From an optimization exercise on the open Yosys and OpenROAD flow, aimed at small area; shortcuts taken in it are not production practice.
In this exercise RTL edits were held to simulation tests only and were not proved equivalent to the original.

<file path="flow/flow/run.sh">
#!/bin/bash
# The standard layout (the standard.sh, ORFS from synthesis to finish) with two changes:
#  - the port buffers that global placement adds are the smallest buffer, buf_1;
#  - clock tree synthesis adds no dummy loads and uses clkbuf_4/clkbuf_8.
# Make's full output goes to flow_make.log here; each ORFS step keeps its own log under
# orfs/logs/.
set -euo pipefail
WORK="$(cd "$(dirname "$0")/.." && pwd)"
cd "$WORK"
bash standard.sh \
    "BUFFER_PORTS_ARGS=-buffer_cell sky130_fd_sc_hd__buf_1" \
    "CTS_ARGS=-sink_clustering_enable -repair_clock_nets -sink_clustering_size 30 -sink_clustering_max_diameter 100 -buf_list {sky130_fd_sc_hd__clkbuf_4 sky130_fd_sc_hd__clkbuf_8} -dont_use_dummy_load" \
    finish > "$WORK/flow_make.log" 2>&1
</file>
<file path="flow/standard.sh">
#!/bin/bash
# synth_recipe.tcl (not shown) runs the flow's synth.tcl, then flattens the netlist and writes it again
# the make line also repeats each setting of config.mk as NAME=value (left out here)
make -C /OpenROAD-flow-scripts/flow DESIGN_CONFIG=/design/flow/config.mk WORK_HOME=/design/flow/orfs CLKGATE_MAP_FILE= SYNTH_SCRIPT=/design/flow/synth_recipe.tcl "${@:-finish}"
</file>
<file path="flow/config.mk">
export PLATFORM = sky130hd
export DESIGN_NAME = mlp_top
export DESIGN_NICKNAME = mlp_top
export VERILOG_FILES = /design/flow/design.v
export SDC_FILE = /design/flow/constraint.sdc
export NUM_CORES = 4
export LEC_CHECK = 0
export CAP_MARGIN = 20
export CORE_MARGIN = 2
export CORE_UTILIZATION = 60
export CTS_BUF_LIST = sky130_fd_sc_hd__clkbuf_4 sky130_fd_sc_hd__clkbuf_8
export CTS_CLUSTER_DIAMETER = 100
export CTS_CLUSTER_SIZE = 30
export PLACE_DENSITY = 0.65
export SLEW_MARGIN = 20
export SYNTH_HIERARCHICAL = 1
</file>
<file path="flow/constraint.sdc">
create_clock -name core_clock -period 7.0 [get_ports {clk}]
set_input_delay 1.4000 -clock core_clock [delete_from_list [all_inputs] [get_ports {clk}]]
set_output_delay 1.4000 -clock core_clock [all_outputs]
set_load 0.01 [all_outputs]
</file>
<file path="flow/design.v">
`default_nettype none
package mlp_pkg;
    typedef logic [16-1:0] word_t;
    typedef enum logic [1:0] {
        SEG_SHR2,
        SEG_SHR3,
        SEG_SHR5,
        SEG_ONE
    } sig_seg_e;
    typedef enum logic [2-1:0] {
        REG_X1     = 2'd0,
        REG_X2_GO  = 2'd1,
        REG_STATUS = 2'd2
    } wb_reg_e;
endpackage
`default_nettype wire
`timescale 1ns/10ps
`default_nettype none
module mlp_fa (
    input  logic a,
    input  logic b,
    input  logic c,
    output logic s,
    output logic co
);
    assign s  = a ^ b ^ c;
    assign co = (a & b) | (a & c) | (b & c);
endmodule
module mlp_ha (
    input  logic a,
    input  logic b,
    output logic s,
    output logic co
);
    assign s  = a ^ b;
    assign co = a & b;
endmodule
`default_nettype wire
`timescale 1ns/10ps
`default_nettype none
module mlp_top (
    input  logic                  clk,
    input  logic                  rst,
    input  logic                  wb_cyc,
    input  logic                  wb_stb,
    input  logic                  wb_we,
    input  logic [2-1:0] wb_adr,
    input  mlp_pkg::word_t        wb_dat_i,
    output mlp_pkg::word_t        wb_dat_o,
    output logic                  wb_ack,
    output logic                  result_valid,
    output mlp_pkg::word_t        sig_value,
    output logic                  class_out
);
    logic [15:0] x1, x2;
    logic [7:0]  cnt;
    logic [1:0]  adr_q;
    logic [3:0]  vld;
    logic        access, launch;
    assign access = wb_cyc && wb_stb && !wb_ack;
    assign launch = access && wb_we && (wb_adr == 2'd1);
    always_ff @(posedge clk)
    begin
        if (rst)
        begin
            wb_ack       <= 1'b0;
            x1           <= '0;
            x2           <= '0;
            cnt          <= '0;
            vld          <= '0;
            result_valid <= 1'b0;
        end
        else
        begin
            wb_ack       <= access;
            vld          <= {vld[2:0], launch};
            result_valid <= vld[3];
            if (access && wb_we && wb_adr == 2'd0)
                x1 <= wb_dat_i;
            if (launch)
            begin
                x2  <= wb_dat_i;
                cnt <= cnt + 1'b1;
            end
        end
    end
    always_ff @(posedge clk)
    begin
        if (access)
            adr_q <= wb_adr;
    end
    always_comb
    begin
        case (adr_q)
            2'd0:    wb_dat_o = x1;
            2'd1:    wb_dat_o = x2;
            2'd2:    wb_dat_o = {8'h00, cnt};
            default: wb_dat_o = '0;
        endcase
    end
    function automatic logic [15:0] relu(input logic [15:0] v);
        relu = v[15] ? '0 : v;
    endfunction
    function automatic logic [15:0] bk(input logic [15:0] g0, input logic [15:0] t0);
        logic [15:0] g, t;
        g = g0;
        t = t0;
        for (int d = 1; d < 16; d = d * 2)
            for (int i = 2 * d - 1; i < 16; i += 2 * d)
            begin
                g[i] = g[i] | (t[i] & g[i - d]);
                t[i] = t[i] & t[i - d];
            end
        for (int d = 4; d >= 1; d = d / 2)
            for (int i = 3 * d - 1; i < 16; i += 2 * d)
            begin
                g[i] = g[i] | (t[i] & g[i - d]);
                t[i] = t[i] & t[i - d];
            end
        bk = t0 ^ {g[14:0], 1'b0};
    endfunction
    function automatic logic [15:0] addr(input logic [15:0] p, input logic [15:0] q, input logic ci);
        logic k;
        k = ci;
        for (int i = 0; i < 16; i++)
        begin
            addr[i] = p[i] ^ q[i] ^ k;
            k = (p[i] & q[i]) | (k & (p[i] ^ q[i]));
        end
    endfunction
    function automatic logic [15:0] add7(input logic [15:0] v);
        logic [15:0] r;
        logic        k;
        r[2:0] = v[2:0] - 3'd1;
        k = |v[2:0];
        for (int i = 3; i < 16; i++)
        begin
            r[i] = v[i] ^ k;
            k = k & v[i];
        end
        add7 = r;
    endfunction
    logic [15:0] fa, d;
    logic [14:0] a_q, p_q;
    logic        fb_q, fc_q;
    assign fa = addr(x1, x2, 1'b1);
    assign d  = addr(x1, ~x2, 1'b0);
    always_ff @(posedge clk)
    begin
        a_q  <= fa[15] ? ~fa[14:0] : '0;
        p_q  <= d[15] ? ~d[14:0] : d[14:0];
        fb_q <= ~d[15];
        fc_q <= d[15] ^ (&d[14:0]);
    end
    logic        ph;
    logic [14:0] b_q, k_q;
    logic [15:0] a, b, bx, k2, m_op, v_op;
    logic [15:0] z, um, ut, u2, u3, u4;
    logic [15:0] acc_s, acc_c, fb_s, fb_c;
    logic [15:0] m_s, m_k;
    logic [15:0] z_g, z_t;
    logic [15:0] v1_s, v1_k;
    logic [15:0] v2_s, v2_k;
    logic [15:0] w_g, w_t;
    logic [15:0] r1_s, r1_k;
    logic [15:0] r2_s, r2_k;
    logic [15:0] r_g, r_t;
    logic [15:0] q1_s, q1_k;
    logic [15:0] q_g, q_t;
    logic [15:0] l0_s, l0_k;
    logic [15:0] l1_s, l1_k;
    logic [15:0] l2_s, l2_k;
    logic [15:0] l3_s, l3_k;
    logic [15:0] l4_s, l4_k;
    assign ph  = vld[1];
    assign b_q = fb_q ? p_q : '0;
    assign k_q = fc_q ? (fb_q ? '0 : p_q) : 15'd1;
    assign a   = {1'b0, a_q};
    assign b   = {1'b0, b_q};
    assign bx  = ph ? ~b : b;
    assign k2  = {k_q[14:0], 1'b0};
    assign m_op = ph ? {~k_q[14:0], 1'b0} : {~k_q[13:0], 2'b11};
    assign v_op = ph ? {~k_q[14:0], 1'b1} : 16'hFFFE;
    mlp_fa u_m_0 (.a(a[0]), .b(b[0]), .c(m_op[0]), .s(m_s[0]), .co(m_k[1]));
    mlp_fa u_m_1 (.a(a[1]), .b(b[1]), .c(m_op[1]), .s(m_s[1]), .co(m_k[2]));
    mlp_fa u_m_2 (.a(a[2]), .b(b[2]), .c(m_op[2]), .s(m_s[2]), .co(m_k[3]));
    mlp_fa u_m_3 (.a(a[3]), .b(b[3]), .c(m_op[3]), .s(m_s[3]), .co(m_k[4]));
    mlp_fa u_m_4 (.a(a[4]), .b(b[4]), .c(m_op[4]), .s(m_s[4]), .co(m_k[5]));
    mlp_fa u_m_5 (.a(a[5]), .b(b[5]), .c(m_op[5]), .s(m_s[5]), .co(m_k[6]));
    mlp_fa u_m_6 (.a(a[6]), .b(b[6]), .c(m_op[6]), .s(m_s[6]), .co(m_k[7]));
    mlp_fa u_m_7 (.a(a[7]), .b(b[7]), .c(m_op[7]), .s(m_s[7]), .co(m_k[8]));
    mlp_fa u_m_8 (.a(a[8]), .b(b[8]), .c(m_op[8]), .s(m_s[8]), .co(m_k[9]));
    mlp_fa u_m_9 (.a(a[9]), .b(b[9]), .c(m_op[9]), .s(m_s[9]), .co(m_k[10]));
    mlp_fa u_m_10 (.a(a[10]), .b(b[10]), .c(m_op[10]), .s(m_s[10]), .co(m_k[11]));
    mlp_fa u_m_11 (.a(a[11]), .b(b[11]), .c(m_op[11]), .s(m_s[11]), .co(m_k[12]));
    mlp_fa u_m_12 (.a(a[12]), .b(b[12]), .c(m_op[12]), .s(m_s[12]), .co(m_k[13]));
    mlp_fa u_m_13 (.a(a[13]), .b(b[13]), .c(m_op[13]), .s(m_s[13]), .co(m_k[14]));
    mlp_fa u_m_14 (.a(a[14]), .b(b[14]), .c(m_op[14]), .s(m_s[14]), .co(m_k[15]));
    assign m_s[15] = m_op[15];
    assign m_k[0] = 1'b0;
    assign z_t[0] = m_s[0];
    assign z_g[0] = 1'b0;
    mlp_ha u_z_1 (.a(m_s[1]), .b(m_k[1]), .s(z_t[1]), .co(z_g[1]));
    mlp_ha u_z_2 (.a(m_s[2]), .b(m_k[2]), .s(z_t[2]), .co(z_g[2]));
    mlp_ha u_z_3 (.a(m_s[3]), .b(m_k[3]), .s(z_t[3]), .co(z_g[3]));
    mlp_ha u_z_4 (.a(m_s[4]), .b(m_k[4]), .s(z_t[4]), .co(z_g[4]));
    mlp_ha u_z_5 (.a(m_s[5]), .b(m_k[5]), .s(z_t[5]), .co(z_g[5]));
    mlp_ha u_z_6 (.a(m_s[6]), .b(m_k[6]), .s(z_t[6]), .co(z_g[6]));
    mlp_ha u_z_7 (.a(m_s[7]), .b(m_k[7]), .s(z_t[7]), .co(z_g[7]));
    mlp_ha u_z_8 (.a(m_s[8]), .b(m_k[8]), .s(z_t[8]), .co(z_g[8]));
    mlp_ha u_z_9 (.a(m_s[9]), .b(m_k[9]), .s(z_t[9]), .co(z_g[9]));
    mlp_ha u_z_10 (.a(m_s[10]), .b(m_k[10]), .s(z_t[10]), .co(z_g[10]));
    mlp_ha u_z_11 (.a(m_s[11]), .b(m_k[11]), .s(z_t[11]), .co(z_g[11]));
    mlp_ha u_z_12 (.a(m_s[12]), .b(m_k[12]), .s(z_t[12]), .co(z_g[12]));
    mlp_ha u_z_13 (.a(m_s[13]), .b(m_k[13]), .s(z_t[13]), .co(z_g[13]));
    mlp_ha u_z_14 (.a(m_s[14]), .b(m_k[14]), .s(z_t[14]), .co(z_g[14]));
    assign z_t[15] = m_op[15] ^ m_k[15];
    assign z_g[15] = 1'b0;
    mlp_ha u_v1_0 (.a(a[0]), .b(b[0]), .s(v1_s[0]), .co(v1_k[1]));
    mlp_fa u_v1_1 (.a(a[1]), .b(a[0]), .c(b[1]), .s(v1_s[1]), .co(v1_k[2]));
    mlp_fa u_v1_2 (.a(a[2]), .b(a[1]), .c(b[2]), .s(v1_s[2]), .co(v1_k[3]));
    mlp_fa u_v1_3 (.a(a[3]), .b(a[2]), .c(b[3]), .s(v1_s[3]), .co(v1_k[4]));
    mlp_fa u_v1_4 (.a(a[4]), .b(a[3]), .c(b[4]), .s(v1_s[4]), .co(v1_k[5]));
    mlp_fa u_v1_5 (.a(a[5]), .b(a[4]), .c(b[5]), .s(v1_s[5]), .co(v1_k[6]));
    mlp_fa u_v1_6 (.a(a[6]), .b(a[5]), .c(b[6]), .s(v1_s[6]), .co(v1_k[7]));
    mlp_fa u_v1_7 (.a(a[7]), .b(a[6]), .c(b[7]), .s(v1_s[7]), .co(v1_k[8]));
    mlp_fa u_v1_8 (.a(a[8]), .b(a[7]), .c(b[8]), .s(v1_s[8]), .co(v1_k[9]));
    mlp_fa u_v1_9 (.a(a[9]), .b(a[8]), .c(b[9]), .s(v1_s[9]), .co(v1_k[10]));
    mlp_fa u_v1_10 (.a(a[10]), .b(a[9]), .c(b[10]), .s(v1_s[10]), .co(v1_k[11]));
    mlp_fa u_v1_11 (.a(a[11]), .b(a[10]), .c(b[11]), .s(v1_s[11]), .co(v1_k[12]));
    mlp_fa u_v1_12 (.a(a[12]), .b(a[11]), .c(b[12]), .s(v1_s[12]), .co(v1_k[13]));
    mlp_fa u_v1_13 (.a(a[13]), .b(a[12]), .c(b[13]), .s(v1_s[13]), .co(v1_k[14]));
    mlp_fa u_v1_14 (.a(a[14]), .b(a[13]), .c(b[14]), .s(v1_s[14]), .co(v1_k[15]));
    assign v1_s[15] = a[14];
    assign v1_k[0] = 1'b0;
    mlp_ha u_v2_0 (.a(v1_s[0]), .b(v_op[0]), .s(v2_s[0]), .co(v2_k[1]));
    mlp_fa u_v2_1 (.a(v1_s[1]), .b(v1_k[1]), .c(v_op[1]), .s(v2_s[1]), .co(v2_k[2]));
    mlp_fa u_v2_2 (.a(v1_s[2]), .b(v1_k[2]), .c(v_op[2]), .s(v2_s[2]), .co(v2_k[3]));
    mlp_fa u_v2_3 (.a(v1_s[3]), .b(v1_k[3]), .c(v_op[3]), .s(v2_s[3]), .co(v2_k[4]));
    mlp_fa u_v2_4 (.a(v1_s[4]), .b(v1_k[4]), .c(v_op[4]), .s(v2_s[4]), .co(v2_k[5]));
    mlp_fa u_v2_5 (.a(v1_s[5]), .b(v1_k[5]), .c(v_op[5]), .s(v2_s[5]), .co(v2_k[6]));
    mlp_fa u_v2_6 (.a(v1_s[6]), .b(v1_k[6]), .c(v_op[6]), .s(v2_s[6]), .co(v2_k[7]));
    mlp_fa u_v2_7 (.a(v1_s[7]), .b(v1_k[7]), .c(v_op[7]), .s(v2_s[7]), .co(v2_k[8]));
    mlp_fa u_v2_8 (.a(v1_s[8]), .b(v1_k[8]), .c(v_op[8]), .s(v2_s[8]), .co(v2_k[9]));
    mlp_fa u_v2_9 (.a(v1_s[9]), .b(v1_k[9]), .c(v_op[9]), .s(v2_s[9]), .co(v2_k[10]));
    mlp_fa u_v2_10 (.a(v1_s[10]), .b(v1_k[10]), .c(v_op[10]), .s(v2_s[10]), .co(v2_k[11]));
    mlp_fa u_v2_11 (.a(v1_s[11]), .b(v1_k[11]), .c(v_op[11]), .s(v2_s[11]), .co(v2_k[12]));
    mlp_fa u_v2_12 (.a(v1_s[12]), .b(v1_k[12]), .c(v_op[12]), .s(v2_s[12]), .co(v2_k[13]));
    mlp_fa u_v2_13 (.a(v1_s[13]), .b(v1_k[13]), .c(v_op[13]), .s(v2_s[13]), .co(v2_k[14]));
    mlp_fa u_v2_14 (.a(v1_s[14]), .b(v1_k[14]), .c(v_op[14]), .s(v2_s[14]), .co(v2_k[15]));
    assign v2_s[15] = a[14] ^ v1_k[15] ^ v_op[15];
    assign v2_k[0] = 1'b0;
    assign w_t[0] = v2_s[0];
    assign w_g[0] = 1'b0;
    mlp_ha u_w_1 (.a(v2_s[1]), .b(v2_k[1]), .s(w_t[1]), .co(w_g[1]));
    mlp_ha u_w_2 (.a(v2_s[2]), .b(v2_k[2]), .s(w_t[2]), .co(w_g[2]));
    mlp_ha u_w_3 (.a(v2_s[3]), .b(v2_k[3]), .s(w_t[3]), .co(w_g[3]));
    mlp_ha u_w_4 (.a(v2_s[4]), .b(v2_k[4]), .s(w_t[4]), .co(w_g[4]));
    mlp_ha u_w_5 (.a(v2_s[5]), .b(v2_k[5]), .s(w_t[5]), .co(w_g[5]));
    mlp_ha u_w_6 (.a(v2_s[6]), .b(v2_k[6]), .s(w_t[6]), .co(w_g[6]));
    mlp_ha u_w_7 (.a(v2_s[7]), .b(v2_k[7]), .s(w_t[7]), .co(w_g[7]));
    mlp_ha u_w_8 (.a(v2_s[8]), .b(v2_k[8]), .s(w_t[8]), .co(w_g[8]));
    mlp_ha u_w_9 (.a(v2_s[9]), .b(v2_k[9]), .s(w_t[9]), .co(w_g[9]));
    mlp_ha u_w_10 (.a(v2_s[10]), .b(v2_k[10]), .s(w_t[10]), .co(w_g[10]));
    mlp_ha u_w_11 (.a(v2_s[11]), .b(v2_k[11]), .s(w_t[11]), .co(w_g[11]));
    mlp_ha u_w_12 (.a(v2_s[12]), .b(v2_k[12]), .s(w_t[12]), .co(w_g[12]));
    mlp_ha u_w_13 (.a(v2_s[13]), .b(v2_k[13]), .s(w_t[13]), .co(w_g[13]));
    mlp_ha u_w_14 (.a(v2_s[14]), .b(v2_k[14]), .s(w_t[14]), .co(w_g[14]));
    assign w_t[15] = v2_s[15] ^ v2_k[15];
    assign w_g[15] = 1'b0;
    mlp_ha u_r1_0 (.a(a[0]), .b(bx[0]), .s(r1_s[0]), .co(r1_k[1]));
    mlp_fa u_r1_1 (.a(a[1]), .b(bx[1]), .c(k2[1]), .s(r1_s[1]), .co(r1_k[2]));
    mlp_fa u_r1_2 (.a(a[2]), .b(bx[2]), .c(k2[2]), .s(r1_s[2]), .co(r1_k[3]));
    mlp_fa u_r1_3 (.a(a[3]), .b(bx[3]), .c(k2[3]), .s(r1_s[3]), .co(r1_k[4]));
    mlp_fa u_r1_4 (.a(a[4]), .b(bx[4]), .c(k2[4]), .s(r1_s[4]), .co(r1_k[5]));
    mlp_fa u_r1_5 (.a(a[5]), .b(bx[5]), .c(k2[5]), .s(r1_s[5]), .co(r1_k[6]));
    mlp_fa u_r1_6 (.a(a[6]), .b(bx[6]), .c(k2[6]), .s(r1_s[6]), .co(r1_k[7]));
    mlp_fa u_r1_7 (.a(a[7]), .b(bx[7]), .c(k2[7]), .s(r1_s[7]), .co(r1_k[8]));
    mlp_fa u_r1_8 (.a(a[8]), .b(bx[8]), .c(k2[8]), .s(r1_s[8]), .co(r1_k[9]));
    mlp_fa u_r1_9 (.a(a[9]), .b(bx[9]), .c(k2[9]), .s(r1_s[9]), .co(r1_k[10]));
    mlp_fa u_r1_10 (.a(a[10]), .b(bx[10]), .c(k2[10]), .s(r1_s[10]), .co(r1_k[11]));
    mlp_fa u_r1_11 (.a(a[11]), .b(bx[11]), .c(k2[11]), .s(r1_s[11]), .co(r1_k[12]));
    mlp_fa u_r1_12 (.a(a[12]), .b(bx[12]), .c(k2[12]), .s(r1_s[12]), .co(r1_k[13]));
    mlp_fa u_r1_13 (.a(a[13]), .b(bx[13]), .c(k2[13]), .s(r1_s[13]), .co(r1_k[14]));
    mlp_fa u_r1_14 (.a(a[14]), .b(bx[14]), .c(k2[14]), .s(r1_s[14]), .co(r1_k[15]));
    assign r1_s[15] = bx[15] ^ k2[15];
    assign r1_k[0] = 1'b0;
    mlp_ha u_r2_1 (.a(r1_s[1]), .b(r1_k[1]), .s(r2_s[1]), .co(r2_k[2]));
    assign r2_s[2] = ~(r1_s[2] ^ r1_k[2]);
    assign r2_k[3] = r1_s[2] | r1_k[2];
    assign r2_s[3] = ~(r1_s[3] ^ r1_k[3]);
    assign r2_k[4] = r1_s[3] | r1_k[3];
    assign r2_s[4] = ~(r1_s[4] ^ r1_k[4]);
    assign r2_k[5] = r1_s[4] | r1_k[4];
    assign r2_s[5] = ~(r1_s[5] ^ r1_k[5]);
    assign r2_k[6] = r1_s[5] | r1_k[5];
    assign r2_s[6] = ~(r1_s[6] ^ r1_k[6]);
    assign r2_k[7] = r1_s[6] | r1_k[6];
    assign r2_s[7] = ~(r1_s[7] ^ r1_k[7]);
    assign r2_k[8] = r1_s[7] | r1_k[7];
    assign r2_s[8] = ~(r1_s[8] ^ r1_k[8]);
    assign r2_k[9] = r1_s[8] | r1_k[8];
    assign r2_s[9] = ~(r1_s[9] ^ r1_k[9]);
    assign r2_k[10] = r1_s[9] | r1_k[9];
    assign r2_s[10] = ~(r1_s[10] ^ r1_k[10]);
    assign r2_k[11] = r1_s[10] | r1_k[10];
    assign r2_s[11] = ~(r1_s[11] ^ r1_k[11]);
    assign r2_k[12] = r1_s[11] | r1_k[11];
    assign r2_s[12] = ~(r1_s[12] ^ r1_k[12]);
    assign r2_k[13] = r1_s[12] | r1_k[12];
    assign r2_s[13] = ~(r1_s[13] ^ r1_k[13]);
    assign r2_k[14] = r1_s[13] | r1_k[13];
    assign r2_s[14] = ~(r1_s[14] ^ r1_k[14]);
    assign r2_k[15] = r1_s[14] | r1_k[14];
    assign r2_s[15] = ~(r1_s[15] ^ r1_k[15]);
    assign r2_s[0] = r1_s[0];
    assign r2_k[0] = 1'b0;
    assign r2_k[1] = 1'b0;
    assign r_t[0] = r1_s[0];
    assign r_g[0] = 1'b0;
    assign r_t[1] = r2_s[1];
    assign r_g[1] = 1'b0;
    mlp_ha u_r_2 (.a(r2_s[2]), .b(r2_k[2]), .s(r_t[2]), .co(r_g[2]));
    mlp_ha u_r_3 (.a(r2_s[3]), .b(r2_k[3]), .s(r_t[3]), .co(r_g[3]));
    mlp_ha u_r_4 (.a(r2_s[4]), .b(r2_k[4]), .s(r_t[4]), .co(r_g[4]));
    mlp_ha u_r_5 (.a(r2_s[5]), .b(r2_k[5]), .s(r_t[5]), .co(r_g[5]));
    mlp_ha u_r_6 (.a(r2_s[6]), .b(r2_k[6]), .s(r_t[6]), .co(r_g[6]));
    mlp_ha u_r_7 (.a(r2_s[7]), .b(r2_k[7]), .s(r_t[7]), .co(r_g[7]));
    mlp_ha u_r_8 (.a(r2_s[8]), .b(r2_k[8]), .s(r_t[8]), .co(r_g[8]));
    mlp_ha u_r_9 (.a(r2_s[9]), .b(r2_k[9]), .s(r_t[9]), .co(r_g[9]));
    mlp_ha u_r_10 (.a(r2_s[10]), .b(r2_k[10]), .s(r_t[10]), .co(r_g[10]));
    mlp_ha u_r_11 (.a(r2_s[11]), .b(r2_k[11]), .s(r_t[11]), .co(r_g[11]));
    mlp_ha u_r_12 (.a(r2_s[12]), .b(r2_k[12]), .s(r_t[12]), .co(r_g[12]));
    mlp_ha u_r_13 (.a(r2_s[13]), .b(r2_k[13]), .s(r_t[13]), .co(r_g[13]));
    mlp_ha u_r_14 (.a(r2_s[14]), .b(r2_k[14]), .s(r_t[14]), .co(r_g[14]));
    assign r_t[15] = r2_s[15] ^ r2_k[15];
    assign r_g[15] = 1'b0;
    mlp_ha u_q1_0 (.a(a[0]), .b(bx[0]), .s(q1_s[0]), .co(q1_k[1]));
    mlp_ha u_q1_1 (.a(a[1]), .b(bx[1]), .s(q1_s[1]), .co(q1_k[2]));
    assign q1_s[2] = ~(a[2] ^ bx[2]);
    assign q1_k[3] = a[2] | bx[2];
    mlp_ha u_q1_3 (.a(a[3]), .b(bx[3]), .s(q1_s[3]), .co(q1_k[4]));
    mlp_ha u_q1_4 (.a(a[4]), .b(bx[4]), .s(q1_s[4]), .co(q1_k[5]));
    mlp_ha u_q1_5 (.a(a[5]), .b(bx[5]), .s(q1_s[5]), .co(q1_k[6]));
    mlp_ha u_q1_6 (.a(a[6]), .b(bx[6]), .s(q1_s[6]), .co(q1_k[7]));
    mlp_ha u_q1_7 (.a(a[7]), .b(bx[7]), .s(q1_s[7]), .co(q1_k[8]));
    mlp_ha u_q1_8 (.a(a[8]), .b(bx[8]), .s(q1_s[8]), .co(q1_k[9]));
    mlp_ha u_q1_9 (.a(a[9]), .b(bx[9]), .s(q1_s[9]), .co(q1_k[10]));
    mlp_ha u_q1_10 (.a(a[10]), .b(bx[10]), .s(q1_s[10]), .co(q1_k[11]));
    mlp_ha u_q1_11 (.a(a[11]), .b(bx[11]), .s(q1_s[11]), .co(q1_k[12]));
    mlp_ha u_q1_12 (.a(a[12]), .b(bx[12]), .s(q1_s[12]), .co(q1_k[13]));
    mlp_ha u_q1_13 (.a(a[13]), .b(bx[13]), .s(q1_s[13]), .co(q1_k[14]));
    mlp_ha u_q1_14 (.a(a[14]), .b(bx[14]), .s(q1_s[14]), .co(q1_k[15]));
    assign q1_s[15] = bx[15];
    assign q1_k[0] = 1'b0;
    assign q_t[0] = q1_s[0];
    assign q_g[0] = 1'b0;
    mlp_ha u_q_1 (.a(q1_s[1]), .b(q1_k[1]), .s(q_t[1]), .co(q_g[1]));
    mlp_ha u_q_2 (.a(q1_s[2]), .b(q1_k[2]), .s(q_t[2]), .co(q_g[2]));
    mlp_ha u_q_3 (.a(q1_s[3]), .b(q1_k[3]), .s(q_t[3]), .co(q_g[3]));
    mlp_ha u_q_4 (.a(q1_s[4]), .b(q1_k[4]), .s(q_t[4]), .co(q_g[4]));
    mlp_ha u_q_5 (.a(q1_s[5]), .b(q1_k[5]), .s(q_t[5]), .co(q_g[5]));
    mlp_ha u_q_6 (.a(q1_s[6]), .b(q1_k[6]), .s(q_t[6]), .co(q_g[6]));
    mlp_ha u_q_7 (.a(q1_s[7]), .b(q1_k[7]), .s(q_t[7]), .co(q_g[7]));
    mlp_ha u_q_8 (.a(q1_s[8]), .b(q1_k[8]), .s(q_t[8]), .co(q_g[8]));
    mlp_ha u_q_9 (.a(q1_s[9]), .b(q1_k[9]), .s(q_t[9]), .co(q_g[9]));
    mlp_ha u_q_10 (.a(q1_s[10]), .b(q1_k[10]), .s(q_t[10]), .co(q_g[10]));
    mlp_ha u_q_11 (.a(q1_s[11]), .b(q1_k[11]), .s(q_t[11]), .co(q_g[11]));
    mlp_ha u_q_12 (.a(q1_s[12]), .b(q1_k[12]), .s(q_t[12]), .co(q_g[12]));
    mlp_ha u_q_13 (.a(q1_s[13]), .b(q1_k[13]), .s(q_t[13]), .co(q_g[13]));
    mlp_ha u_q_14 (.a(q1_s[14]), .b(q1_k[14]), .s(q_t[14]), .co(q_g[14]));
    assign q_t[15] = bx[15] ^ q1_k[15];
    assign q_g[15] = 1'b0;
    always_comb
    begin
        z  = bk(z_g, z_t);
        um = relu(z);
        ut = relu(~add7(z));
        if (ph)
            ut = ut << 1;
        u2 = relu(bk(w_g, w_t));
        if (ph)
            u2 = u2 << 1;
        u3 = relu(bk(r_g, r_t));
        u4 = bk(q_g, q_t);
        u4 = u4[15] ? ~u4 : '0;
    end
    assign fb_s = ph ? '0 : acc_s;
    assign fb_c = ph ? '0 : acc_c;
    mlp_ha u_l0_0 (.a(fb_s[0]), .b(um[0]), .s(l0_s[0]), .co(l0_k[1]));
    mlp_fa u_l0_1 (.a(fb_s[1]), .b(fb_c[1]), .c(um[1]), .s(l0_s[1]), .co(l0_k[2]));
    mlp_fa u_l0_2 (.a(fb_s[2]), .b(fb_c[2]), .c(um[2]), .s(l0_s[2]), .co(l0_k[3]));
    mlp_fa u_l0_3 (.a(fb_s[3]), .b(fb_c[3]), .c(um[3]), .s(l0_s[3]), .co(l0_k[4]));
    mlp_fa u_l0_4 (.a(fb_s[4]), .b(fb_c[4]), .c(um[4]), .s(l0_s[4]), .co(l0_k[5]));
    mlp_fa u_l0_5 (.a(fb_s[5]), .b(fb_c[5]), .c(um[5]), .s(l0_s[5]), .co(l0_k[6]));
    mlp_fa u_l0_6 (.a(fb_s[6]), .b(fb_c[6]), .c(um[6]), .s(l0_s[6]), .co(l0_k[7]));
    mlp_fa u_l0_7 (.a(fb_s[7]), .b(fb_c[7]), .c(um[7]), .s(l0_s[7]), .co(l0_k[8]));
    mlp_fa u_l0_8 (.a(fb_s[8]), .b(fb_c[8]), .c(um[8]), .s(l0_s[8]), .co(l0_k[9]));
    mlp_fa u_l0_9 (.a(fb_s[9]), .b(fb_c[9]), .c(um[9]), .s(l0_s[9]), .co(l0_k[10]));
    mlp_fa u_l0_10 (.a(fb_s[10]), .b(fb_c[10]), .c(um[10]), .s(l0_s[10]), .co(l0_k[11]));
    mlp_fa u_l0_11 (.a(fb_s[11]), .b(fb_c[11]), .c(um[11]), .s(l0_s[11]), .co(l0_k[12]));
    mlp_fa u_l0_12 (.a(fb_s[12]), .b(fb_c[12]), .c(um[12]), .s(l0_s[12]), .co(l0_k[13]));
    mlp_fa u_l0_13 (.a(fb_s[13]), .b(fb_c[13]), .c(um[13]), .s(l0_s[13]), .co(l0_k[14]));
    mlp_fa u_l0_14 (.a(fb_s[14]), .b(fb_c[14]), .c(um[14]), .s(l0_s[14]), .co(l0_k[15]));
    assign l0_s[15] = fb_s[15] ^ fb_c[15];
    assign l0_k[0] = 1'b0;
    mlp_fa u_l1_0 (.a(u2[0]), .b(u3[0]), .c(u4[0]), .s(l1_s[0]), .co(l1_k[1]));
    mlp_fa u_l1_1 (.a(u2[1]), .b(u3[1]), .c(u4[1]), .s(l1_s[1]), .co(l1_k[2]));
    mlp_fa u_l1_2 (.a(u2[2]), .b(u3[2]), .c(u4[2]), .s(l1_s[2]), .co(l1_k[3]));
    mlp_fa u_l1_3 (.a(u2[3]), .b(u3[3]), .c(u4[3]), .s(l1_s[3]), .co(l1_k[4]));
    mlp_fa u_l1_4 (.a(u2[4]), .b(u3[4]), .c(u4[4]), .s(l1_s[4]), .co(l1_k[5]));
    mlp_fa u_l1_5 (.a(u2[5]), .b(u3[5]), .c(u4[5]), .s(l1_s[5]), .co(l1_k[6]));
    mlp_fa u_l1_6 (.a(u2[6]), .b(u3[6]), .c(u4[6]), .s(l1_s[6]), .co(l1_k[7]));
    mlp_fa u_l1_7 (.a(u2[7]), .b(u3[7]), .c(u4[7]), .s(l1_s[7]), .co(l1_k[8]));
    mlp_fa u_l1_8 (.a(u2[8]), .b(u3[8]), .c(u4[8]), .s(l1_s[8]), .co(l1_k[9]));
    mlp_fa u_l1_9 (.a(u2[9]), .b(u3[9]), .c(u4[9]), .s(l1_s[9]), .co(l1_k[10]));
    mlp_fa u_l1_10 (.a(u2[10]), .b(u3[10]), .c(u4[10]), .s(l1_s[10]), .co(l1_k[11]));
    mlp_fa u_l1_11 (.a(u2[11]), .b(u3[11]), .c(u4[11]), .s(l1_s[11]), .co(l1_k[12]));
    mlp_fa u_l1_12 (.a(u2[12]), .b(u3[12]), .c(u4[12]), .s(l1_s[12]), .co(l1_k[13]));
    mlp_fa u_l1_13 (.a(u2[13]), .b(u3[13]), .c(u4[13]), .s(l1_s[13]), .co(l1_k[14]));
    mlp_fa u_l1_14 (.a(u2[14]), .b(u3[14]), .c(u4[14]), .s(l1_s[14]), .co(l1_k[15]));
    assign l1_s[15] = u2[15];
    assign l1_k[0] = 1'b0;
    mlp_ha u_l2_0 (.a(l0_s[0]), .b(l1_s[0]), .s(l2_s[0]), .co(l2_k[1]));
    mlp_fa u_l2_1 (.a(l0_s[1]), .b(l0_k[1]), .c(l1_s[1]), .s(l2_s[1]), .co(l2_k[2]));
    mlp_fa u_l2_2 (.a(l0_s[2]), .b(l0_k[2]), .c(l1_s[2]), .s(l2_s[2]), .co(l2_k[3]));
    mlp_fa u_l2_3 (.a(l0_s[3]), .b(l0_k[3]), .c(l1_s[3]), .s(l2_s[3]), .co(l2_k[4]));
    mlp_fa u_l2_4 (.a(l0_s[4]), .b(l0_k[4]), .c(l1_s[4]), .s(l2_s[4]), .co(l2_k[5]));
    mlp_fa u_l2_5 (.a(l0_s[5]), .b(l0_k[5]), .c(l1_s[5]), .s(l2_s[5]), .co(l2_k[6]));
    mlp_fa u_l2_6 (.a(l0_s[6]), .b(l0_k[6]), .c(l1_s[6]), .s(l2_s[6]), .co(l2_k[7]));
    mlp_fa u_l2_7 (.a(l0_s[7]), .b(l0_k[7]), .c(l1_s[7]), .s(l2_s[7]), .co(l2_k[8]));
    mlp_fa u_l2_8 (.a(l0_s[8]), .b(l0_k[8]), .c(l1_s[8]), .s(l2_s[8]), .co(l2_k[9]));
    mlp_fa u_l2_9 (.a(l0_s[9]), .b(l0_k[9]), .c(l1_s[9]), .s(l2_s[9]), .co(l2_k[10]));
    mlp_fa u_l2_10 (.a(l0_s[10]), .b(l0_k[10]), .c(l1_s[10]), .s(l2_s[10]), .co(l2_k[11]));
    mlp_fa u_l2_11 (.a(l0_s[11]), .b(l0_k[11]), .c(l1_s[11]), .s(l2_s[11]), .co(l2_k[12]));
    mlp_fa u_l2_12 (.a(l0_s[12]), .b(l0_k[12]), .c(l1_s[12]), .s(l2_s[12]), .co(l2_k[13]));
    mlp_fa u_l2_13 (.a(l0_s[13]), .b(l0_k[13]), .c(l1_s[13]), .s(l2_s[13]), .co(l2_k[14]));
    mlp_fa u_l2_14 (.a(l0_s[14]), .b(l0_k[14]), .c(l1_s[14]), .s(l2_s[14]), .co(l2_k[15]));
    assign l2_s[15] = l0_s[15] ^ l0_k[15] ^ u2[15];
    assign l2_k[0] = 1'b0;
    mlp_fa u_l3_1 (.a(l2_s[1]), .b(l2_k[1]), .c(l1_k[1]), .s(l3_s[1]), .co(l3_k[2]));
    mlp_fa u_l3_2 (.a(l2_s[2]), .b(l2_k[2]), .c(l1_k[2]), .s(l3_s[2]), .co(l3_k[3]));
    mlp_fa u_l3_3 (.a(l2_s[3]), .b(l2_k[3]), .c(l1_k[3]), .s(l3_s[3]), .co(l3_k[4]));
    mlp_fa u_l3_4 (.a(l2_s[4]), .b(l2_k[4]), .c(l1_k[4]), .s(l3_s[4]), .co(l3_k[5]));
    mlp_fa u_l3_5 (.a(l2_s[5]), .b(l2_k[5]), .c(l1_k[5]), .s(l3_s[5]), .co(l3_k[6]));
    mlp_fa u_l3_6 (.a(l2_s[6]), .b(l2_k[6]), .c(l1_k[6]), .s(l3_s[6]), .co(l3_k[7]));
    mlp_fa u_l3_7 (.a(l2_s[7]), .b(l2_k[7]), .c(l1_k[7]), .s(l3_s[7]), .co(l3_k[8]));
    mlp_fa u_l3_8 (.a(l2_s[8]), .b(l2_k[8]), .c(l1_k[8]), .s(l3_s[8]), .co(l3_k[9]));
    mlp_fa u_l3_9 (.a(l2_s[9]), .b(l2_k[9]), .c(l1_k[9]), .s(l3_s[9]), .co(l3_k[10]));
    mlp_fa u_l3_10 (.a(l2_s[10]), .b(l2_k[10]), .c(l1_k[10]), .s(l3_s[10]), .co(l3_k[11]));
    mlp_fa u_l3_11 (.a(l2_s[11]), .b(l2_k[11]), .c(l1_k[11]), .s(l3_s[11]), .co(l3_k[12]));
    mlp_fa u_l3_12 (.a(l2_s[12]), .b(l2_k[12]), .c(l1_k[12]), .s(l3_s[12]), .co(l3_k[13]));
    mlp_fa u_l3_13 (.a(l2_s[13]), .b(l2_k[13]), .c(l1_k[13]), .s(l3_s[13]), .co(l3_k[14]));
    mlp_fa u_l3_14 (.a(l2_s[14]), .b(l2_k[14]), .c(l1_k[14]), .s(l3_s[14]), .co(l3_k[15]));
    assign l3_s[15] = l2_s[15] ^ l2_k[15] ^ l1_k[15];
    assign l3_s[0] = l2_s[0];
    assign l3_k[0] = 1'b0;
    assign l3_k[1] = 1'b0;
    mlp_ha u_l4_0 (.a(l2_s[0]), .b(ut[0]), .s(l4_s[0]), .co(l4_k[1]));
    mlp_ha u_l4_1 (.a(l3_s[1]), .b(ut[1]), .s(l4_s[1]), .co(l4_k[2]));
    mlp_fa u_l4_2 (.a(l3_s[2]), .b(l3_k[2]), .c(ut[2]), .s(l4_s[2]), .co(l4_k[3]));
    mlp_fa u_l4_3 (.a(l3_s[3]), .b(l3_k[3]), .c(ut[3]), .s(l4_s[3]), .co(l4_k[4]));
    mlp_fa u_l4_4 (.a(l3_s[4]), .b(l3_k[4]), .c(ut[4]), .s(l4_s[4]), .co(l4_k[5]));
    mlp_fa u_l4_5 (.a(l3_s[5]), .b(l3_k[5]), .c(ut[5]), .s(l4_s[5]), .co(l4_k[6]));
    mlp_fa u_l4_6 (.a(l3_s[6]), .b(l3_k[6]), .c(ut[6]), .s(l4_s[6]), .co(l4_k[7]));
    mlp_fa u_l4_7 (.a(l3_s[7]), .b(l3_k[7]), .c(ut[7]), .s(l4_s[7]), .co(l4_k[8]));
    mlp_fa u_l4_8 (.a(l3_s[8]), .b(l3_k[8]), .c(ut[8]), .s(l4_s[8]), .co(l4_k[9]));
    mlp_fa u_l4_9 (.a(l3_s[9]), .b(l3_k[9]), .c(ut[9]), .s(l4_s[9]), .co(l4_k[10]));
    mlp_fa u_l4_10 (.a(l3_s[10]), .b(l3_k[10]), .c(ut[10]), .s(l4_s[10]), .co(l4_k[11]));
    mlp_fa u_l4_11 (.a(l3_s[11]), .b(l3_k[11]), .c(ut[11]), .s(l4_s[11]), .co(l4_k[12]));
    mlp_fa u_l4_12 (.a(l3_s[12]), .b(l3_k[12]), .c(ut[12]), .s(l4_s[12]), .co(l4_k[13]));
    mlp_fa u_l4_13 (.a(l3_s[13]), .b(l3_k[13]), .c(ut[13]), .s(l4_s[13]), .co(l4_k[14]));
    mlp_fa u_l4_14 (.a(l3_s[14]), .b(l3_k[14]), .c(ut[14]), .s(l4_s[14]), .co(l4_k[15]));
    assign l4_s[15] = l3_s[15] ^ l3_k[15] ^ ut[15];
    assign l4_k[0] = 1'b0;
    always_ff @(posedge clk)
    begin
        acc_s <= l4_s;
        acc_c <= l4_k;
    end
    logic [15:0] s;
    logic [9:0]  e_d, e_q;
    assign s = addr(acc_s, acc_c, 1'b0);
    logic lt1, lt2, lt3;
    assign lt1 = s[15:10] == 6'd0;
    assign lt2 = s[15:12] == 4'd0 && !(s[11] && (s[10] || s[9] || (s[8] && s[7])));
    assign lt3 = s[15:13] == 3'd0 && !(s[12] && (s[11] || s[10]));
    always_comb
    begin
        if (lt1)
            e_d = {2'b00, s[9:2]};
        else if (lt2)
            e_d = {2'b01, ~s[10], s[9:3]};
        else if (lt3)
            e_d = {3'b011, ~(s[11] ^ s[10]), ~s[10], s[9:5]};
        else
            e_d = 10'd512;
    end
    always_ff @(posedge clk)
    begin
        e_q <= e_d;
    end
    assign sig_value = {5'b00000, e_q[9], ~e_q[9], e_q[8:0]};
    assign class_out = |e_q;
endmodule
`default_nettype wire
</file>
==> flow_summary.ini, run 1 <==
[placement]
post-dp-hpwl_microns = 19700
numPortBuffers = 52
gp_congestion = 0.833

[synthesis]
syn_area_sq_um = 12000
yosysSeqAreaShare = 0.204
synth_area_leaders = fa_1 (28%), dfxtp_1 (20%), ha_1 (14%)
ys_top_cells_by_count = fa_1 (168), ha_1 (137), dfxtp_1 (119), inv_1 (114), nand2_1 (106)
synth_edf_count = 2
avgSynthCellArea_sq_um = 9.88
yosysTopAreaCell = fa_1
ys_types = 52
yosys_warnings = 7
synth.most_common_cell = fa_1
ys_seq_elements = 121
async_flop_share = 0
synth-main-ff-cell = dfxtp_1
synth_cells = 1213
synth_top_area_share = 0.281

[clock_tree]
hold_buffers = 0
numCtsBuffers = 17
clock-sinks = 121
cts_htree_levels = 4
ctsLongestPathBuffers = 2
cts_tree = done
cts_root_buf = clkbuf_8
clock_latency_ns = 0.44
path_clk_slew_ns = 0.09

[layout]
drive_above_1_share = 0.0422
nets = 1585
area_growth_pct = 6.21
fillers = 1689
diodes = 0

[setup_path]
critPathCaptureType = flip-flop
path_max_fanout = 15
cp_data_arrival_time_ns = 6.99
path_class = reg2reg
worstSetupStartpointType = flip-flop
cp.required_ns = 7.30

[timing]
finalCriticalPeriod_ns = 6.69
hold_viol = 0
rsz0062_at_grt = no
slew_viol_final = 0
tns_ns = 0
relSlewSlack = 0.374
holdWs_ns = 0.428
setup_viol = 0
skew_ns = 0.0353
fmax_mhz = 150
period_share = 0.955
worst_slew_pin_slew_ns = 0.939

[grt]
grt-ovfl-total = 0
antenna_found_initial = 0
first_global_vias = 8685
grt_first_pass_wirelength_microns = 40900
grt_max_degree = 64
grt_usage = 0.237

[outcome]
status = no timing/DRC/antenna violations

[die]
die_w_microns = 145
io_pins = 58
initial_core_util = 0.614
rows = 51
die_area_sq_um = 21100
core_area_sq_um = 19500
die_h_microns = 145

[drt]
vias = 8058
viasPerCell = 5.30
first_pass_iters = 5
wl_microns = 23300
dr_wl_met2_microns = 11400
drc = 0
wl_per_cell_microns = 15.3
top_layer = met4
wl_met3_microns = 525
drt_iter0_markers = 248
wl_met1_microns = 11100
detail-route-antenna-nets = 0

[job]
max-cap-violations = 0

[min_path]
min_path_type = reg2reg
==> registers in the layout, indices dropped and copies added, names as in the netlist <==
signal	flops
fc_q	1
p_q	15
cnt	8
adr_q	2
e_q	10
vld	4
a_q	15
wb_ack	1
result_valid	1
acc_c	15
fb_q	1
x1	16
acc_s	16
x2	16
==> worst paths after layout <==
path | start | to | slack [ns] | cells past startpoint
setup / recovery | x1[0]$_SDFFE_PP0P_ | a_q[4]$_SDFF_PN0_ | 0.31 | 21
hold reg to reg | vld[3]$_SDFF_PP0_ | result_valid$_SDFF_PP0_ | 0.43 | 1
setup reg to reg | x1[0]$_SDFFE_PP0P_ | a_q[4]$_SDFF_PN0_ | 0.31 | 21
hold / removal | vld[3]$_SDFF_PP0_ | result_valid$_SDFF_PP0_ | 0.43 | 1
==> cells in the final DEF, fill, tap and decap left out, types with 8 or more instances in the layout <==
| cell | netlist | routed |
|---|---|---|
| a211oi_1 | 15 | 15 |
| clkbuf_8 | 0 | 17 |
| ha_1 | 137 | 137 |
| buf_1 | 4 | 51 |
| nor2b_1 | 43 | 42 |
| and2_1 | 67 | 67 |
| nand2_1 | 106 | 106 |
| a21oi_1 | 52 | 52 |
| mux2i_1 | 32 | 32 |
| xnor2_1 | 64 | 62 |
| inv_1 | 114 | 114 |
| buf_4 | 5 | 13 |
| fa_1 | 168 | 168 |
| or3_1 | 9 | 9 |
| a21boi_0 | 12 | 12 |
| nor2_1 | 95 | 95 |
| dfxtp_1 | 119 | 117 |
| o21ai_0 | 28 | 28 |
| xor2_1 | 12 | 12 |
| o21a_1 | 8 | 8 |
| a21o_1 | 20 | 20 |
==> final cells by class <==
type | instances | area [sq um] | share of cell area
sequential | 121 | 2440 | 0.192
inverter | 114 | 428 | 0.0336
clock buffer | 17 | 234 | 0.0184
timing repair buffer | 66 | 314 | 0.0247
multi-input combinational | 937 | 8970 | 0.705
tap | 265 | 332 | 0.0261
==> kinds of logic (layout without fill, tap and decap cells) <==
kind of cell	Yosys count	count (layout)	share of synthesized area
fa+ha+maj	305	305	0.424
other cells	1	5	0.000313
buf+inv	159	197	0.0528
xor+xnor	79	79	0.0614
flops	121	121	0.204
compound gates	161	161	0.0852
simple gates	355	355	0.146
mux	32	32	0.0267
==> modules after synthesis, one instance, submodules excluded <==
module | flops+latches | cells inside
mlp_ha | 0 | 1
mlp_top | 121 | 1009
mlp_fa | 0 | 1
==> critical path, cell delays in order, from the launching register on <==
cell     delay (ns)
dfxtp_1        0.37
inv_1          0.06
ha_1           0.20
fa_1           0.38
fa_1           0.39
fa_1           0.40
fa_1           0.40
fa_1           0.39
fa_1           0.40
fa_1           0.39
fa_1           0.41
fa_1           0.41
fa_1           0.41
fa_1           0.37
inv_1          0.08
fa_1           0.15
inv_1          0.05
fa_1           0.37
fa_1           0.46
xnor2_4        0.17
buf_12         0.17
and2_1         0.15
==> per-layer routing <==
layer,vias up,global-route usage
met5,-,0
met2,108,0.401
li1,4013,-
met1,3921,0.327
met3,16,0.0330
met4,0,0.0500
==> stage by stage <==
| step | cells | setup slack [ns] | utilization | area (sq um) |
|---|---|---|---|---|
| after floorplan | 1217 | 0.415 | - | 12000 |
| after global placement | 1502 | 0.0219 | 0.636 | 12400 |
| after detailed placement | 1502 | -0.0883 | 0.637 | 12400 |
| after CTS | 1519 | 0.158 | 0.649 | 12700 |
| after global routing | 1520 | 0.0130 | 0.652 | 12700 |
| final | 1520 | 0.312 | 0.652 | 12700 |
==> timing repair <==
item,4_1_cts,5_1_grt
pin swaps,0,1
endpoints found under the setup margin,15,33
setup buffers,0,1
gates resized for setup,1,5
endpoints found under the hold margin,0,0
==> run 2, diff against run 1 <==
--- a/flow/config.mk
+++ b/flow/config.mk
@@ -7,10 +7,10 @@
 export LEC_CHECK = 0
 export CAP_MARGIN = 20
 export CORE_MARGIN = 2
-export CORE_UTILIZATION = 60
+export CORE_UTILIZATION = 70
 export CTS_BUF_LIST = sky130_fd_sc_hd__clkbuf_4 sky130_fd_sc_hd__clkbuf_8
 export CTS_CLUSTER_DIAMETER = 100
 export CTS_CLUSTER_SIZE = 30
-export PLACE_DENSITY = 0.65
+export PLACE_DENSITY = 0.75
 export SLEW_MARGIN = 20
 export SYNTH_HIERARCHICAL = 1
==> run 2 against run 1 <==
  * Routed wire length down 0.42%
  * Worst hold slack worse by 0.0028 ns
  * Synthesized cell count unchanged
  * Via count grew 0.93%
  * Critical path type unchanged
  * Critical endpoint is now a_q[12]$_SDFF_PN0_
  * Largest cell class unchanged
==> flow_summary.ini, run 2 <==
[drt]
drt_iter0_markers = 319
vias = 8133
wl_microns = 23200
detail-route-antenna-nets = 0
wl_per_cell_microns = 15.8
first_pass_iters = 4
viasPerCell = 5.53
drc = 0

[synthesis]
synth.most_common_cell = fa_1
async_flop_share = 0
synth_area_leaders = fa_1 (28%), dfxtp_1 (20%), ha_1 (14%)
synth-main-ff-cell = dfxtp_1
synth_edf_count = 2
syn_area_sq_um = 12000
yosys_warnings = 7
ys_top_cells_by_count = fa_1 (168), ha_1 (137), dfxtp_1 (119), inv_1 (114), nand2_1 (106)
ys_types = 52
ys_seq_elements = 121
yosysTopAreaCell = fa_1
synth_cells = 1213
synth_top_area_share = 0.281
avgSynthCellArea_sq_um = 9.88
yosysSeqAreaShare = 0.204

[job]
max-cap-violations = 0

[die]
io_pins = 58
die_h_microns = 135
core_area_sq_um = 16600
rows = 47
die_area_sq_um = 18200
die_w_microns = 135
initial_core_util = 0.720

[timing]
setup_viol = 0
fmax_mhz = 149
relSlewSlack = 0.380
slew_viol_final = 0
skew_ns = 0.0364
hold_viol = 0
rsz0062_at_grt = no
period_share = 0.962
tns_ns = 0
worst_slew_pin_slew_ns = 0.926
finalCriticalPeriod_ns = 6.73
worst_slack_ns = 0.268

[layout]
final_common_cell = fa_1
diodes = 0
area_growth_pct = 5.59
nets = 1582
drive_above_1_share = 0.0391
layout_common_cells = fa_1 (168), ha_1 (137), dfxtp_1 (117)
largestRegisters = acc_s (16), x1 (16), x2 (16)
final_cell_count_no_fill = 1472
utilization = 0.760
design_area_sq_um = 12700

[placement]
post_dp_cell_area_sq_um = 12400
numPortBuffers = 52
post-place-ws_ns = -0.0263
post-dp-hpwl_microns = 19500
dp.cells = 1455
gp_congestion = 0.883

[clock_tree]
cts_setup_buffers = 0
cts_root_buf = clkbuf_8
path_clk_slew_ns = 0.09
ctsLongestPathBuffers = 2
cts_htree_levels = 4
numCtsBuffers = 17
hold_buffers = 0
cts_tree = done
clock-sinks = 121
clock_latency_ns = 0.45

[setup_path]
path_class = reg2reg
path_max_fanout = 15
worstSetupStartpointType = flip-flop
cp_data_arrival_time_ns = 7.09
cp.required_ns = 7.36
critPathCaptureType = flip-flop

[grt]
grt_usage = 0.280
first_global_vias = 8590
antenna_found_initial = 0
grt_max_degree = 65
grt-ovfl-total = 0
grt_first_pass_wirelength_microns = 40100

[outcome]
status = no timing/DRC/antenna violations

[min_path]
min_path_type = reg2reg
==> run 2: cell families (layout without fill, tap and decap cells) <==
group,after synthesis,after routing,share of synthesized area
other,1,5,0.000313
buffers and inverters,159,194,0.0528
AND/OR/NAND/NOR,355,355,0.146
adder cells (fa/ha/maj),305,305,0.424
multiplexers,32,32,0.0267
flip-flops,121,121,0.204
XOR/XNOR,79,79,0.0614
AO/OA/AOI/OAI,161,161,0.0852
==> run 2: worst paths after layout <==
check | startpoint | end | slack, ns | cells after the start
max | x1[0]$_SDFFE_PP0P_ | a_q[12]$_SDFF_PN0_ | 0.27 | 20
min reg2reg | vld[3]$_SDFF_PP0_ | result_valid$_SDFF_PP0_ | 0.42 | 1
max reg2reg | x1[0]$_SDFFE_PP0P_ | a_q[12]$_SDFF_PN0_ | 0.27 | 20
min | vld[3]$_SDFF_PP0_ | result_valid$_SDFF_PP0_ | 0.42 | 1
==> run 2: layout make-up <==
class,count,area (sq um)
Clock buffer,17,234
Inverter,114,428
Tap cell,220,275
Multi-Input combinational cell,937,8990
Sequential cell,121,2440
Fill cell,1242,3990
Timing Repair Buffer,63,279
==> run 2: worst max-delay path, cell delays in order, from the launching register on <==
cell	delay, ns
dfxtp_1	0.37
inv_1	0.06
ha_1	0.20
fa_1	0.38
fa_1	0.39
fa_1	0.41
fa_1	0.41
fa_1	0.39
fa_1	0.40
fa_1	0.39
fa_1	0.39
fa_1	0.40
fa_1	0.40
fa_1	0.36
inv_1	0.07
fa_1	0.16
inv_1	0.05
fa_1	0.38
fa_1	0.46
xnor2_4	0.37
nor2b_1	0.18
==> run 2: metal layers <==
metal  track usage  part of all wire
met1         0.379              0.46
met5             0                 0
met2         0.481              0.50
met4        0.0690             0.011
met3        0.0357             0.028
==> run 2: what timing repair did <==
item,in CTS,in global routing
gates cloned,0,0
endpoints found under the setup margin,15,22
resized for setup,1,5
pin swaps,0,1
==> run 2: per-module statistics from Yosys (local to each module, per instance) <==
module / cell area [sq um] / copies in the design
mlp_top: 8480 / 1
mlp_ha: 12.5 / 77
mlp_fa: 20.0 / 127
==> run 2: per-stage QoR <==
stage	hold slack, ns
2_1_floorplan	0.414
3_3_place_gp	0.425
3_5_place_dp	0.424
4_1_cts	0.433
5_1_grt	0.441
6_report	0.425

==> what the ideal ports hide <==
The results above use ideal ports. As a check the final layouts listed here were re-extracted and re-timed, cells and wires unchanged.
Step 1 assumes that a clkbuf_16 drives the clock port and a buf_2 every other input.
Step 2 adds t to the input delays and takes it off the output delays; t is the mean of the earliest and latest rising clock arrival at the registers after step 1. Input paths then give back, and output paths get back, about the clock's delay inside the block.
Slacks: ideal ports / drivers / drivers and shift; pairs: ideal ports / drivers.
run | t (ns) | slack for setup (ns) | slew at the worst register clock pin (ns) | worst slew at a driven data input, ns
run 1 | 0.468 | 0.312 / 0.312 / 0.312 | 0.09 / 0.09 | 0.04
run 2 | 0.480 | 0.268 / 0.268 / 0.268 | 0.09 / 0.09 | 0.03
After both steps every run listed still meets setup and hold.
